From an optimization exercise on the open Yosys and OpenROAD flow, aimed at small area, a short achievable clock period and few clock cycles; shortcuts taken in it are not production practice. Only simulation tests tie the RTL to the original design; equivalence was not proved. No activity file was given, so power comes from the tool's default toggle rates.

==> exp/fjord: inputs <==
Design cpu_and_device_burst_scheduler_core, start of the top module:
module cpu_and_device_burst_scheduler_core #(
  parameter int PROC_SLOTS      = 16,
  parameter int BURSTS_PER_PROC = 8,
  parameter int MAX_TICKS       = 1024
) (
  input  logic      clk,
  input  logic      rst,
  input  logic      in_valid,
  output logic      in_ready,
  input  logic [32:0] in_data,
  output logic      out_valid,
  input  logic      out_ready,
  output logic [27:0] out_data,
  input  logic      cfg_write,
  input  logic      cfg_index,
  input  logic [7:0] cfg_data
);
Settings: LEC_CHECK=0, CAP_MARGIN=20, CORE_MARGIN=2, CORE_UTILIZATION=55, CTS_CLUSTER_DIAMETER=100, CTS_CLUSTER_SIZE=22, SETUP_SLACK_MARGIN=2.0, SLEW_MARGIN=20; clock period 6.5 ns.
run.sh (not shown) runs the stock make flow with config.mk's settings and CLKGATE_MAP_FILE= SYNTH_SCRIPT=/design/flow/synth_recipe.tcl, a recipe that flattens the netlist after the stock synthesis.
==> exp/harbor: changes against exp/fjord <==
--- a/flow/design.v
+++ b/flow/design.v
@@ -159,20 +159,15 @@
   logic [N-1:0][9:0]         arr_q;
   logic [N-1:0][NB-1:0][8:0] bt_q;      
   logic [N-1:0][NB-1:0]      bv_q;      
   logic [N-1:0][NB-1:0]      nx_q;      
   logic [N-1:0][7:0]         tl_q;      
   logic [7:0]                cpu_rem_q, res_rem_q;   
-  logic [N-1:0]              otl_q;     
-  logic [N-1:0]              nbk_q;     
   logic [N-1:0]              qr_q, qs_q, arrv_q, cpu_h_q, res_h_q;
   logic [N-1:0]              ld_q;      
   logic [N-1:0]              more_q;    
-  logic [N-1:0]              lar_q, las_q;        
-  logic                      ar_ne_q, as_ne_q;    
-  logic                      qr_ne_q, qs_ne_q;    
   logic [NA-1:0]             age_q;
   logic                      cpu_v_q, res_v_q, pend_q, ovf_q, pol_q, out_valid_q;
   logic [4:0]                L_q;
   logic [N-1:0]              fin_q;
   logic [10:0]               T_q;
   logic [7:0]                quant_q, slice_q, slice_inc;
@@ -184,32 +179,25 @@
   logic accept, is_add, is_app, is_tick, add_ok;
   assign accept  = in_valid && in_ready;
   assign is_add  = accept && in_op == OP_ADD;
   assign is_app  = accept && in_op == OP_BURST;
   assign is_tick = accept && in_op == OP_TICK;
   assign add_ok  = is_add && !L_q[4];
-  logic pre_add, pre_app;
-  assign pre_add = in_valid && in_op == OP_ADD && !L_q[4];
-  assign pre_app = in_valid && in_op == OP_BURST;
-  logic [N-1:0]      loaded, more, more2, one_tl, nb_one, empty, k0, nbk2;
+  logic [N-1:0]      loaded, more, more2, one_tl, nb_one, empty, k0;
   logic [N-1:0][8:0] nb;
   always_comb begin
     for (int i = 0; i < N; i++) begin
       loaded[i] = ld_q[i];
       more[i]   = more_q[i];
       nb[i]     = '0;
       for (int k = 0; k < NB; k++) begin
         if (nx_q[i][k]) nb[i] = nb[i] | bt_q[i][k];
       end
       nb_one[i] = nb[i][7:0] == 8'd0;
-      nbk2[i]   = 1'b0;
-      for (int k = 1; k < NB; k++) begin
-        if (nx_q[i][k-1]) nbk2[i] = nbk2[i] | bt_q[i][k][8];
-      end
       more2[i]  = |({nx_q[i][NB-2:0], 1'b0} & bv_q[i]);
-      one_tl[i] = otl_q[i];
+      one_tl[i] = tl_q[i] == 8'd0;
       empty[i]  = !bv_q[i][0];
       k0[i]     = bt_q[i][0][8];
     end
   end
   logic [N-1:0] hr, hs;
   always_comb begin
@@ -230,23 +218,29 @@
   assign tick_go    = is_tick && active;
   logic [N-1:0] a_e, a_s, a_r, las, lar;
   always_comb begin
     a_e = arrv_q & empty;
     a_s = arrv_q & ~empty & k0;
     a_r = arrv_q & ~empty & ~k0;
-    las = las_q;
-    lar = lar_q;
+    for (int i = 0; i < N; i++) begin
+      las[i] = a_s[i];
+      lar[i] = a_r[i];
+      for (int j = 0; j < i; j++) begin
+        if (a_s[j]) las[i] = 1'b0;
+        if (a_r[j]) lar[i] = 1'b0;
+      end
+    end
   end
   logic [N-1:0] r, nbk;
   logic         qs_ne, r_run, r_end, r_more, r_nb_one, r_kind, r_push, r_fin, r_pc, r_ps;
   logic [8:0]   r_nb;
   always_comb begin
-    nbk = nbk_q;
-    qs_ne = qs_ne_q;
+    for (int i = 0; i < N; i++) nbk[i] = nb[i][8];
+    qs_ne = |qs_q;
     r     = res_v_q ? res_h_q : (qs_ne ? hs : las);
-    r_run = res_v_q || qs_ne || as_ne_q;
+    r_run = res_v_q || qs_ne || (|a_s);
     if (res_v_q) begin
       r_end    = res_rem_q == 8'd1;
       r_more   = |(res_h_q & more);
       r_nb_one = |(res_h_q & nb_one);
       r_kind   = |(res_h_q & nbk);
     end else if (qs_ne) begin
@@ -274,14 +268,14 @@
   always_comb begin
     slice_out = so_q;
     slice_inc = (slice_q == SLICE_SAT) ? slice_q : slice_q + 8'd1;
     do_pop    = pol_q ? (!cpu_v_q || slice_out) : !cpu_v_q;
     preempt   = pol_q && cpu_v_q && slice_out;
     pc_vec    = preempt ? cpu_h_q : '0;
-    qr_ne     = qr_ne_q;
-    ar_ne     = ar_ne_q;
+    qr_ne     = |qr_q;
+    ar_ne     = |a_r;
     pick_q    = !pend_q && do_pop && qr_ne;
     pick_a    = !pend_q && do_pop && !qr_ne && ar_ne;
     h_nr      = pick_q ? hr : pick_a ? lar : cpu_h_q;
     if (pick_q) begin
       c_end_nr  = |(hr & one_tl);
       c_more_nr = |(hr & more);
@@ -358,83 +352,12 @@
     end else if (pend_q) begin
       qr_n = qr_q | (e_kind ? '0 : e_vec);
       qs_n = qs_q | (e_kind ? e_vec : '0);
     end
     p_late = p_r | p_c | e_vec;
   end
-  logic [N-1:0] tw1, tw2, tw3;
-  logic [7:0]   tw_bus1, tw_bus3;
-  logic         tw_one1, tw_one2, tw_one3, c_nb_one;
-  always_comb begin
-    tw_bus1 = tick_go ? r_nb[7:0] : in_lenm1;
-    tw_bus3 = cpu_rem_q - 8'd1;
-    c_nb_one = |(h_nr & nb_one);
-    tw_one1 = tick_go ? r_nb_one : (in_lenm1 == 8'd0);
-    tw_one2 = c_nb_one;
-    tw_one3 = cpu_rem_q == 8'd1;
-    for (int i = 0; i < N; i++) begin
-      tw1[i] = (pre_app && in_slot == 4'(i) && loaded[i] && empty[i]) ||
-               (tick_go && r[i] && r_push);
-      tw2[i] = (tick_go && h_nr[i] && e_tick) || (pend_q && cpu_h_q[i] && c_more_nr);
-      tw3[i] = tick_go && preempt && cpu_h_q[i] && !tw2[i];
-    end
-  end
-  function automatic logic ge2(input logic [N-1:0] v);
-    logic seen;
-    seen = 1'b0;
-    ge2  = 1'b0;
-    for (integer i = 0; i < N; i = i + 1) begin
-      if (v[i] && seen) ge2 = 1'b1;
-      if (v[i]) seen = 1'b1;
-    end
-  endfunction
-  logic qs_ne_n, qr_ne_n, e_any, r_t1, r_t2;
-  always_comb begin
-    e_any   = pend_q ? c_more_nr : (tick_go && e_tick);
-    qs_ne_n = qs_ne_q;
-    qr_ne_n = qr_ne_q;
-    r_t1 = qr_ne_q || ar_ne_q || r_pc || preempt;
-    r_t2 = ge2(qr_q) || ge2(a_r) || (qr_ne_q && ar_ne_q) ||
-           ((qr_ne_q || ar_ne_q) && (r_pc || preempt)) || (r_pc && preempt);
-    if (tick_go) begin
-      qs_ne_n = (res_v_q ? (qs_ne_q || as_ne_q)
-                         : (ge2(qs_q) || ge2(a_s) || (qs_ne_q && as_ne_q))) ||
-                r_ps || (e_kind && e_any);
-      qr_ne_n = (do_pop ? r_t2 : r_t1) || (!e_kind && e_any);
-    end else if (pend_q) begin
-      qs_ne_n = qs_ne_q || (e_kind && e_any);
-      qr_ne_n = qr_ne_q || (!e_kind && e_any);
-    end
-  end
-  logic [N-1:0] arrv_n, ne_n, k0_n, as_n, ar_n, las_n, lar_n;
-  always_comb begin
-    for (int i = 0; i < N; i++) begin
-      arrv_n[i] = arrv_q[i];
-      ne_n[i]   = !empty[i];
-      k0_n[i]   = k0[i];
-      if (tick_go) arrv_n[i] = loaded[i] && ({1'b0, arr_q[i]} == T_q + 11'd1);
-      else if (add_ok && L_q[3:0] == 4'(i)) begin
-        arrv_n[i] = {1'b0, in_arr} == T_q;
-        ne_n[i]   = 1'b0;
-      end
-      if (is_app && in_slot == 4'(i) && loaded[i] && empty[i]) begin
-        ne_n[i] = 1'b1;
-        k0_n[i] = in_kind;
-      end
-    end
-    as_n = arrv_n & ne_n & k0_n;
-    ar_n = arrv_n & ne_n & ~k0_n;
-    for (int i = 0; i < N; i++) begin
-      las_n[i] = as_n[i];
-      lar_n[i] = ar_n[i];
-      for (int j = 0; j < i; j++) begin
-        if (as_n[j]) las_n[i] = 1'b0;
-        if (ar_n[j]) lar_n[i] = 1'b0;
-      end
-    end
-  end
   always_ff @(posedge clk) begin
     for (int i = 0; i < N; i++) begin
       for (int j = i + 1; j < N; j++) begin
         if (p_late[j]) begin
           age_q[aidx(i, j)] <= !p_late[i] || (p_r[i] && (p_c[j] || e_vec[j])) ||
                                (p_c[i] && !e_vec[i] && e_vec[j]);
@@ -445,54 +368,44 @@
         end else if (p_a[i]) begin
           age_q[aidx(i, j)] <= 1'b0;
         end
       end
     end
     for (int i = 0; i < N; i++) begin
-      if (pre_add && L_q[3:0] == 4'(i)) begin
+      if (add_ok && L_q[3:0] == 4'(i)) begin
         id_q[i]  <= in_pid;
         arr_q[i] <= in_arr;
-      end
-      if (pre_app && in_slot == 4'(i) && loaded[i] && !bv_q[i][NB-1]) begin
-        for (int k = 0; k < NB; k++) begin
-          if (bv_q[i][k] == 1'b0 && (k == 0 || bv_q[i][k-1])) bt_q[i][k] <= {in_kind, in_lenm1};
-        end
-      end
-      if (add_ok && L_q[3:0] == 4'(i)) begin
         bv_q[i]   <= '0;
         nx_q[i]   <= 8'b0000_0010;
         more_q[i] <= 1'b0;
       end
       if (is_app && in_slot == 4'(i) && loaded[i] && !bv_q[i][NB-1]) begin
-        bv_q[i]   <= {bv_q[i][NB-2:0], 1'b1};
-        more_q[i] <= |(nx_q[i] & {bv_q[i][NB-2:0], 1'b1});
         for (int k = 0; k < NB; k++) begin
-          if (nx_q[i][k] && bv_q[i][k] == 1'b0 && (k == 0 || bv_q[i][k-1])) nbk_q[i] <= in_kind;
+          if (bv_q[i][k] == 1'b0 && (k == 0 || bv_q[i][k-1])) bt_q[i][k] <= {in_kind, in_lenm1};
         end
-      end
-      if (tw1[i] || tw2[i] || tw3[i]) begin
-        tl_q[i] <= ({8{tw1[i]}} & tw_bus1) | ({8{tw2[i]}} & c_nb_nr[7:0]) |
-                   ({8{tw3[i]}} & tw_bus3);
-        otl_q[i] <= (tw1[i] && tw_one1) || (tw2[i] && tw_one2) || (tw3[i] && tw_one3);
+        bv_q[i]   <= {bv_q[i][NB-2:0], 1'b1};
+        more_q[i] <= |(nx_q[i] & {bv_q[i][NB-2:0], 1'b1});
+        if (empty[i]) tl_q[i] <= in_lenm1;
       end
       if (tick_go) begin
+        if (preempt && cpu_h_q[i]) tl_q[i] <= cpu_rem_q - 8'd1;
         if (r[i] && r_push) begin
           nx_q[i]   <= {nx_q[i][NB-2:0], 1'b0};
           more_q[i] <= more2[i];
-          nbk_q[i]  <= nbk2[i];
+          tl_q[i]   <= r_nb[7:0];
         end
         if (h_nr[i] && e_tick) begin
           nx_q[i]   <= {nx_q[i][NB-2:0], 1'b0};
           more_q[i] <= more2[i];
-          nbk_q[i]  <= nbk2[i];
+          tl_q[i]   <= c_nb_nr[7:0];
         end
       end
       if (pend_q && cpu_h_q[i] && c_more_nr) begin
         nx_q[i]   <= {nx_q[i][NB-2:0], 1'b0};
         more_q[i] <= more2[i];
-        nbk_q[i]  <= nbk2[i];
+        tl_q[i]   <= c_nb_nr[7:0];
       end
     end
     if (tick_go) begin
       if (res_v_q) res_rem_q <= res_rem_q - 8'd1;
       else         res_rem_q <= tl_r;
       if (rr) cpu_rem_q <= r_nb[7:0];
@@ -514,18 +427,12 @@
       cpu_h_q     <= '0;
       res_h_q     <= '0;
       pend_q      <= 1'b0;
       qr_q        <= '0;
       qs_q        <= '0;
       arrv_q      <= '0;
-      las_q       <= '0;
-      lar_q       <= '0;
-      as_ne_q     <= 1'b0;
-      qs_ne_q     <= 1'b0;
-      qr_ne_q     <= 1'b0;
-      ar_ne_q     <= 1'b0;
       out_valid_q <= 1'b0;
     end else begin
       if (cfg_write) begin
         if (cfg_index == REG_POLICY) pol_q   <= cfg_data[0];
         else begin
           quant_q <= cfg_data;
@@ -535,19 +442,16 @@
       if (add_ok) begin
         L_q <= L_q + 5'd1;
         for (int i = 0; i < N; i++) if (L_q[3:0] == 4'(i)) ld_q[i] <= 1'b1;
       end
       qr_q <= qr_n;
       qs_q <= qs_n;
-      arrv_q  <= arrv_n;
-      las_q   <= las_n;
-      lar_q   <= lar_n;
-      as_ne_q <= |as_n;
-      qs_ne_q <= qs_ne_n;
-      qr_ne_q <= qr_ne_n;
-      ar_ne_q <= |ar_n;
+      for (int i = 0; i < N; i++) begin
+        if (tick_go) arrv_q[i] <= loaded[i] && ({1'b0, arr_q[i]} == T_q + 11'd1);
+        else if (add_ok && L_q[3:0] == 4'(i)) arrv_q[i] <= {1'b0, in_arr} == T_q;
+      end
       if (out_valid_q && out_ready) out_valid_q <= 1'b0;
       pend_q <= 1'b0;
       if (pend_q) begin
         fin_q          <= fin_n;
         out_valid_q    <= 1'b1;
         cpu_h_q        <= '0;
- CTS_CLUSTER_DIAMETER: 100 -> not set
- CTS_CLUSTER_SIZE: 22 -> not set
==> exp/zinc: changes against exp/fjord <==
--- a/flow/design.v
+++ b/flow/design.v
@@ -166,13 +166,12 @@
   logic [N-1:0]              nbk_q;     
   logic [N-1:0]              qr_q, qs_q, arrv_q, cpu_h_q, res_h_q;
   logic [N-1:0]              ld_q;      
   logic [N-1:0]              more_q;    
   logic [N-1:0]              lar_q, las_q;        
   logic                      ar_ne_q, as_ne_q;    
-  logic                      qr_ne_q, qs_ne_q;    
   logic [NA-1:0]             age_q;
   logic                      cpu_v_q, res_v_q, pend_q, ovf_q, pol_q, out_valid_q;
   logic [4:0]                L_q;
   logic [N-1:0]              fin_q;
   logic [10:0]               T_q;
   logic [7:0]                quant_q, slice_q, slice_inc;
@@ -238,13 +237,13 @@
   end
   logic [N-1:0] r, nbk;
   logic         qs_ne, r_run, r_end, r_more, r_nb_one, r_kind, r_push, r_fin, r_pc, r_ps;
   logic [8:0]   r_nb;
   always_comb begin
     nbk = nbk_q;
-    qs_ne = qs_ne_q;
+    qs_ne = |qs_q;
     r     = res_v_q ? res_h_q : (qs_ne ? hs : las);
     r_run = res_v_q || qs_ne || as_ne_q;
     if (res_v_q) begin
       r_end    = res_rem_q == 8'd1;
       r_more   = |(res_h_q & more);
       r_nb_one = |(res_h_q & nb_one);
@@ -274,13 +273,13 @@
   always_comb begin
     slice_out = so_q;
     slice_inc = (slice_q == SLICE_SAT) ? slice_q : slice_q + 8'd1;
     do_pop    = pol_q ? (!cpu_v_q || slice_out) : !cpu_v_q;
     preempt   = pol_q && cpu_v_q && slice_out;
     pc_vec    = preempt ? cpu_h_q : '0;
-    qr_ne     = qr_ne_q;
+    qr_ne     = |qr_q;
     ar_ne     = ar_ne_q;
     pick_q    = !pend_q && do_pop && qr_ne;
     pick_a    = !pend_q && do_pop && !qr_ne && ar_ne;
     h_nr      = pick_q ? hr : pick_a ? lar : cpu_h_q;
     if (pick_q) begin
       c_end_nr  = |(hr & one_tl);
@@ -375,39 +374,12 @@
       tw1[i] = (pre_app && in_slot == 4'(i) && loaded[i] && empty[i]) ||
                (tick_go && r[i] && r_push);
       tw2[i] = (tick_go && h_nr[i] && e_tick) || (pend_q && cpu_h_q[i] && c_more_nr);
       tw3[i] = tick_go && preempt && cpu_h_q[i] && !tw2[i];
     end
   end
-  function automatic logic ge2(input logic [N-1:0] v);
-    logic seen;
-    seen = 1'b0;
-    ge2  = 1'b0;
-    for (integer i = 0; i < N; i = i + 1) begin
-      if (v[i] && seen) ge2 = 1'b1;
-      if (v[i]) seen = 1'b1;
-    end
-  endfunction
-  logic qs_ne_n, qr_ne_n, e_any, r_t1, r_t2;
-  always_comb begin
-    e_any   = pend_q ? c_more_nr : (tick_go && e_tick);
-    qs_ne_n = qs_ne_q;
-    qr_ne_n = qr_ne_q;
-    r_t1 = qr_ne_q || ar_ne_q || r_pc || preempt;
-    r_t2 = ge2(qr_q) || ge2(a_r) || (qr_ne_q && ar_ne_q) ||
-           ((qr_ne_q || ar_ne_q) && (r_pc || preempt)) || (r_pc && preempt);
-    if (tick_go) begin
-      qs_ne_n = (res_v_q ? (qs_ne_q || as_ne_q)
-                         : (ge2(qs_q) || ge2(a_s) || (qs_ne_q && as_ne_q))) ||
-                r_ps || (e_kind && e_any);
-      qr_ne_n = (do_pop ? r_t2 : r_t1) || (!e_kind && e_any);
-    end else if (pend_q) begin
-      qs_ne_n = qs_ne_q || (e_kind && e_any);
-      qr_ne_n = qr_ne_q || (!e_kind && e_any);
-    end
-  end
   logic [N-1:0] arrv_n, ne_n, k0_n, as_n, ar_n, las_n, lar_n;
   always_comb begin
     for (int i = 0; i < N; i++) begin
       arrv_n[i] = arrv_q[i];
       ne_n[i]   = !empty[i];
       k0_n[i]   = k0[i];
@@ -517,14 +489,12 @@
       qr_q        <= '0;
       qs_q        <= '0;
       arrv_q      <= '0;
       las_q       <= '0;
       lar_q       <= '0;
       as_ne_q     <= 1'b0;
-      qs_ne_q     <= 1'b0;
-      qr_ne_q     <= 1'b0;
       ar_ne_q     <= 1'b0;
       out_valid_q <= 1'b0;
     end else begin
       if (cfg_write) begin
         if (cfg_index == REG_POLICY) pol_q   <= cfg_data[0];
         else begin
@@ -539,14 +509,12 @@
       qr_q <= qr_n;
       qs_q <= qs_n;
       arrv_q  <= arrv_n;
       las_q   <= las_n;
       lar_q   <= lar_n;
       as_ne_q <= |as_n;
-      qs_ne_q <= qs_ne_n;
-      qr_ne_q <= qr_ne_n;
       ar_ne_q <= |ar_n;
       if (out_valid_q && out_ready) out_valid_q <= 1'b0;
       pend_q <= 1'b0;
       if (pend_q) begin
         fin_q          <= fin_n;
         out_valid_q    <= 1'b1;
- SETUP_SLACK_MARGIN: 2.0 -> 2.3
==> notes <==
- exp/fjord finished clean. exp/zinc produced a clean layout. exp/harbor went through all stages and came out clean.
- Against exp/zinc, the total power of exp/fjord is lower by 14%.
- Against exp/zinc, the sequential power of exp/fjord is lower by about 4%.
- First-iteration DRC count: exp/harbor > exp/fjord > exp/zinc.
- In exp/fjord the final cell count is lower than in exp/harbor, by 0.82%.
- In exp/zinc the via count is smaller than in exp/harbor, by about 9%.
==> figures <==
quantity	exp/fjord	exp/zinc	exp/harbor
Outcome	timing/DRC/antenna clean	timing/DRC/antenna clean	timing/DRC/antenna clean
Delay of the slowest cell on the worst path	0.63 ns	0.56 ns	1.24 ns
Net count reported at finish	8935	8891	9046
Worst VDD drop	0.319 mV	0.294 mV	0.321 mV
Core Region	185000 um^2	183000 um^2	180000 um^2
Count of multi-input combinational gates	5666	5482	5662
Warnings from Yosys	3	3	2
Reg2Reg Setup Slack	1.78 ns	2.07 ns	1.37 ns
Cell total after placement	11152	10940	10982
Synthesized-area fraction occupied by adder cells	0.00381	0.00346	0.00339
Number of vias per cell after detailed routing	7.82	7.61	8.21
Testbench counts of exp/fjord, summed over its fixed seeds: cycles 11,436.
Testbench counts of exp/harbor, summed over its fixed seeds: cycles 11,436.
Testbench counts of exp/zinc, summed over its fixed seeds: cycles 11,436.

==> port drivers added, routing unchanged <==
Ports are ideal in the flow. The routed layouts listed here were re-timed in OpenROAD. Step 1, drivers: a clkbuf_16 drives clk and a buf_2 each remaining input, both assumed. Step 2, shift: input delay + t, output delay - t, t = (earliest + latest rising clock arrival at the registers) / 2. This alone moves slack from input paths to output paths. Three values: ideal ports, drivers, drivers and shift; two values: the first two.
run | shift t [ns] | slack for setup (ns) | clock arrival spread, ns | pins driven straight from the clock port
exp/fjord | 0.917 | 1.780 / 1.780 / 1.126 | 0.079 / 0.079 | 1
exp/harbor | 1.020 | 1.365 / 1.365 / 1.071 | 0.090 / 0.090 | 1
exp/zinc | 0.920 | 2.073 / 2.073 / 1.303 | 0.054 / 0.054 | 1
After both steps setup and hold are still met in every run listed. For exp/zinc, which loses most, drivers alone change the setup slack by 0.000 ns; drivers and shift together by -0.770 ns.
